From an optimization exercise on the open Yosys and OpenROAD flow, aimed at small area and a short achievable clock period; shortcuts taken in it are not production practice.
In this exercise RTL edits were held to simulation tests only and were not proved equivalent to the original.
No activity file was given, so power comes from the tool's default toggle rates. No driver is modelled on the clock port, so clocking that relies on it looks cheaper here than on a real chip.

Setup of job 2813:
==> module imem_ram, before the edit <==
module imem_ram #(
    parameter int DEPTH = 64,
    parameter int AW    = $clog2(DEPTH)
) (
    input  logic             clk,
    input  logic [DEPTH-1:0] we,
    input  logic [31:0]      wdata,
    input  logic [DEPTH-1:0] rsel,
    output logic [31:0]      rdata
);
    logic [31:0] mem_r [DEPTH];
    for (genvar i = 0; i < DEPTH; i++) begin : g_word
        always_ff @(posedge clk) begin
            if (we[i]) begin
                mem_r[i] <= wdata;
            end
        end
    end
    logic [31:0] l1_s [DEPTH/2];
    logic [31:0] l2_s [DEPTH/8];
    logic [31:0] l3_s [DEPTH/32];
    for (genvar k = 0; k < DEPTH/2; k++) begin : g_l1
        assign l1_s[k] = (mem_r[2*k] & {32{rsel[2*k]}}) |
                         (mem_r[2*k+1] & {32{rsel[2*k+1]}});
    end
    for (genvar k = 0; k < DEPTH/8; k++) begin : g_l2
        assign l2_s[k] = l1_s[4*k] | l1_s[4*k+1] | l1_s[4*k+2] | l1_s[4*k+3];
    end
    for (genvar k = 0; k < DEPTH/32; k++) begin : g_l3
        assign l3_s[k] = l2_s[4*k] | l2_s[4*k+1] | l2_s[4*k+2] | l2_s[4*k+3];
    end
    assign rdata = l3_s[0] | l3_s[1];
endmodule
==> module instr_fetch_mem, before the edit <==
module instr_fetch_mem #(
    parameter int DEPTH = 64,
    parameter int AW    = $clog2(DEPTH)
) (
    input  logic              IF_clk,
    input  logic              rst,
    input  logic              ld_en,
    input  logic [AW-1:0]     ld_addr,
    input  logic [31:0]       ld_data,
    output logic              ld_busy,
    input  logic              req_valid,
    output logic              req_ready,
    input  logic [31:0]       pc,
    output logic              rsp_valid,
    input  logic              rsp_ready,
    output logic [5:0]        ins_Opcode,
    output logic [4:0]        ins_rs,
    output logic [4:0]        ins_rt,
    output logic [4:0]        ins_rd,
    output logic [5:0]        ins_func,
    output logic [25:0]       ins_imm,
    output logic [1:0]        rsp_fault
);
    logic             busy_r;
    logic             busy_we_r;
    logic             busy_wd_r;
    logic [AW-1:0]    clr_cnt_r;
    logic             run_r;
    logic             rdy_r;
    logic             busy_nxt_s;
    logic             rsp_valid_nxt_s;
    logic             rsp_valid_r;
    logic [1:0]       rsp_fault_r;
    logic [31:0]      word_r;
    logic             req_ready_s;
    logic             hs_s;
    logic             misalign_s;
    logic             range_s;
    logic [DEPTH-1:0] ram_we_s;
    logic [31:0]      ram_wdata_s;
    logic [31:0]      ram_rdata_s;
    logic [DEPTH-1:0] ram_rsel_s;
    assign busy_nxt_s = rst || (busy_r && (clr_cnt_r != AW'(DEPTH - 1)));
    always_ff @(posedge IF_clk) begin
        if (rst) begin
            clr_cnt_r <= {AW{1'b0}};
        end else if (busy_r) begin
            clr_cnt_r <= clr_cnt_r + {{(AW-1){1'b0}}, 1'b1};
        end
    end
    always_ff @(posedge IF_clk) begin
        busy_r <= busy_nxt_s;
        run_r  <= !busy_nxt_s;
        rdy_r  <= !busy_nxt_s && !rsp_valid_nxt_s;
    end
    always_ff @(posedge IF_clk) begin
        busy_we_r <= rst || (busy_we_r && (clr_cnt_r != AW'(DEPTH - 1)));
        busy_wd_r <= rst || (busy_wd_r && (clr_cnt_r != AW'(DEPTH - 1)));
    end
    assign req_ready_s = !ld_en && (rdy_r || (run_r && rsp_ready));
    assign hs_s        = req_valid && req_ready_s;
    assign misalign_s  = (pc[1:0] != 2'b00);
    assign range_s     = (pc[31:AW+2] != '0);
    for (genvar i = 0; i < DEPTH; i++) begin : g_we
        assign ram_we_s[i] = busy_we_r || (ld_en && (ld_addr == AW'(i)));
    end
    assign ram_wdata_s = busy_wd_r ? cpu_pkg::NOP_WORD : ld_data;
    for (genvar i = 0; i < DEPTH; i++) begin : g_rsel
        assign ram_rsel_s[i] = (pc[AW+1:2] == AW'(i));
    end
    imem_ram #(
        .DEPTH (DEPTH),
        .AW    (AW)
    ) u_ram (
        .clk   (IF_clk),
        .we    (ram_we_s),
        .wdata (ram_wdata_s),
        .rsel  (ram_rsel_s),
        .rdata (ram_rdata_s)
    );
    assign rsp_valid_nxt_s = !rst && (hs_s || (rsp_valid_r && !rsp_ready));
    always_ff @(posedge IF_clk) begin
        rsp_valid_r <= rsp_valid_nxt_s;
    end
    always_ff @(posedge IF_clk) begin
        if (rst) begin
            rsp_fault_r <= cpu_pkg::FLT_OK;
            word_r      <= cpu_pkg::NOP_WORD;
        end else if (hs_s) begin
            if (misalign_s) begin
                rsp_fault_r <= cpu_pkg::FLT_MISALIGN;
                word_r      <= cpu_pkg::NOP_WORD;
            end else if (range_s) begin
                rsp_fault_r <= cpu_pkg::FLT_RANGE;
                word_r      <= cpu_pkg::NOP_WORD;
            end else begin
                rsp_fault_r <= cpu_pkg::FLT_OK;
                word_r      <= ram_rdata_s;
            end
        end
    end
    assign ld_busy    = !run_r;
    assign req_ready  = req_ready_s;
    assign rsp_valid  = rsp_valid_r;
    assign rsp_fault  = rsp_fault_r;
    assign ins_Opcode = word_r[31:26];
    assign ins_rs     = word_r[25:21];
    assign ins_rt     = word_r[20:16];
    assign ins_rd     = word_r[15:11];
    assign ins_func   = word_r[5:0];
    assign ins_imm    = word_r[25:0];
endmodule
clock: 5.0 ns
lec_check: 0
cap_margin: 20
core_margin: 2
core_utilization: 55
setup_slack_margin: 2.5
slew_margin: 60
buffer_ports_args: -buffer_cell sky130_fd_sc_hd__buf_4
cts_args: -sink_clustering_enable -repair_clock_nets -dont_use_dummy_load -sink_clustering_size 30 -sink_clustering_max_diameter 120
standard.sh (not shown) runs the stock make flow with config.mk's settings and CLKGATE_MAP_FILE= SYNTH_SCRIPT=/design/flow/synth_recipe.tcl, a recipe that flattens the netlist after the stock synthesis.
==> flow/flow/run.sh <==
#!/bin/bash
set -e
cp standard.sh standard_sh.copy.log
cat >> config.mk <<'EOC'
export BUFFER_PORTS_ARGS = -buffer_cell sky130_fd_sc_hd__buf_4
export CTS_ARGS = -sink_clustering_enable -repair_clock_nets -dont_use_dummy_load -sink_clustering_size 30 -sink_clustering_max_diameter 120
EOC
cp config.mk config_mk.copy.log
bash standard.sh > run_standard.log 2>&1
Job 2813: all stages complete, timing, DRC and antenna checks passed
The inputs of job 6026 differ from those of job 2813 as listed below.
--- a/flow/design.v
+++ b/flow/design.v
@@ -24,5 +24,5 @@
     input  logic [DEPTH-1:0] we,
     input  logic [31:0]      wdata,
-    input  logic [DEPTH-1:0] rsel,
+    input  logic [AW-1:0]    raddr,
     output logic [31:0]      rdata
 );
@@ -35,18 +35,5 @@
         end
     end
-    logic [31:0] l1_s [DEPTH/2];
-    logic [31:0] l2_s [DEPTH/8];
-    logic [31:0] l3_s [DEPTH/32];
-    for (genvar k = 0; k < DEPTH/2; k++) begin : g_l1
-        assign l1_s[k] = (mem_r[2*k] & {32{rsel[2*k]}}) |
-                         (mem_r[2*k+1] & {32{rsel[2*k+1]}});
-    end
-    for (genvar k = 0; k < DEPTH/8; k++) begin : g_l2
-        assign l2_s[k] = l1_s[4*k] | l1_s[4*k+1] | l1_s[4*k+2] | l1_s[4*k+3];
-    end
-    for (genvar k = 0; k < DEPTH/32; k++) begin : g_l3
-        assign l3_s[k] = l2_s[4*k] | l2_s[4*k+1] | l2_s[4*k+2] | l2_s[4*k+3];
-    end
-    assign rdata = l3_s[0] | l3_s[1];
+    assign rdata = mem_r[raddr];
 endmodule
 module instr_fetch_mem #(
@@ -91,5 +78,4 @@
     logic [31:0]      ram_wdata_s;
     logic [31:0]      ram_rdata_s;
-    logic [DEPTH-1:0] ram_rsel_s;
     assign busy_nxt_s = rst || (busy_r && (clr_cnt_r != AW'(DEPTH - 1)));
     always_ff @(posedge IF_clk) begin
@@ -117,7 +103,4 @@
     end
     assign ram_wdata_s = busy_wd_r ? cpu_pkg::NOP_WORD : ld_data;
-    for (genvar i = 0; i < DEPTH; i++) begin : g_rsel
-        assign ram_rsel_s[i] = (pc[AW+1:2] == AW'(i));
-    end
     imem_ram #(
         .DEPTH (DEPTH),
@@ -127,5 +110,5 @@
         .we    (ram_we_s),
         .wdata (ram_wdata_s),
-        .rsel  (ram_rsel_s),
+        .raddr (pc[AW+1:2]),
         .rdata (ram_rdata_s)
     );
### Flow results
The number of buffers other than clock buffers in the final layout reported for job 6026 is greater than that of job 2813 by 120.
Compared with job 2813, job 6026 shows a higher number of cells in the finished layout apart from fillers.
On job 6026: global-route usage over all layers is 0.79 points lower than what job 2813 gave.
Between job 2813 and job 6026, the difference in max-cap violation count is negligible.
Compared with job 2813, job 6026 ends up with a larger final cell area.
On total power, job 2813 beats job 6026.
Delta(slew at the pin closest to its max-slew limit, job 6026 - job 2813) > 0
Sequential share of layout area: job 6026 vs job 2813 down 1.0 points
The final period utilization in job 6026 was higher than what job 2813 gave.
NOTE: critical path buffer and inverter count in job 6026 exceeds that of job 2813
Measured against each other, job 2813 and job 6026 differ in total number of vias, the higher figure coming from job 6026.

[port drivers added, routing unchanged]
No port has a modelled driver above. Below, the same layouts with a new extraction and two added sets of constraints. Step 1: set_driving_cell puts a clkbuf_16 on IF_clk and a buf_2 on each other input, an assumption about the parent block. Step 2 also shifts input and output timing later by t, the mid clock arrival at the registers, as if the neighbouring blocks saw the same clock. Three values: ideal, step 1, step 2; two values: the first two.
| run | t (ns) | setup WS [ns] | clock arrival spread, ns |
|---|---|---|---|
| job 2813 | 0.817 | 2.432 / 2.266 / 1.449 | 0.073 / 0.073 |
| job 6026 | 0.827 | 2.387 / 2.252 / 1.425 | 0.064 / 0.064 |
After both steps setup and hold are still met in every run listed. For job 2813, which loses most, drivers alone change the setup slack by -0.166 ns; drivers and shift together by -0.983 ns.
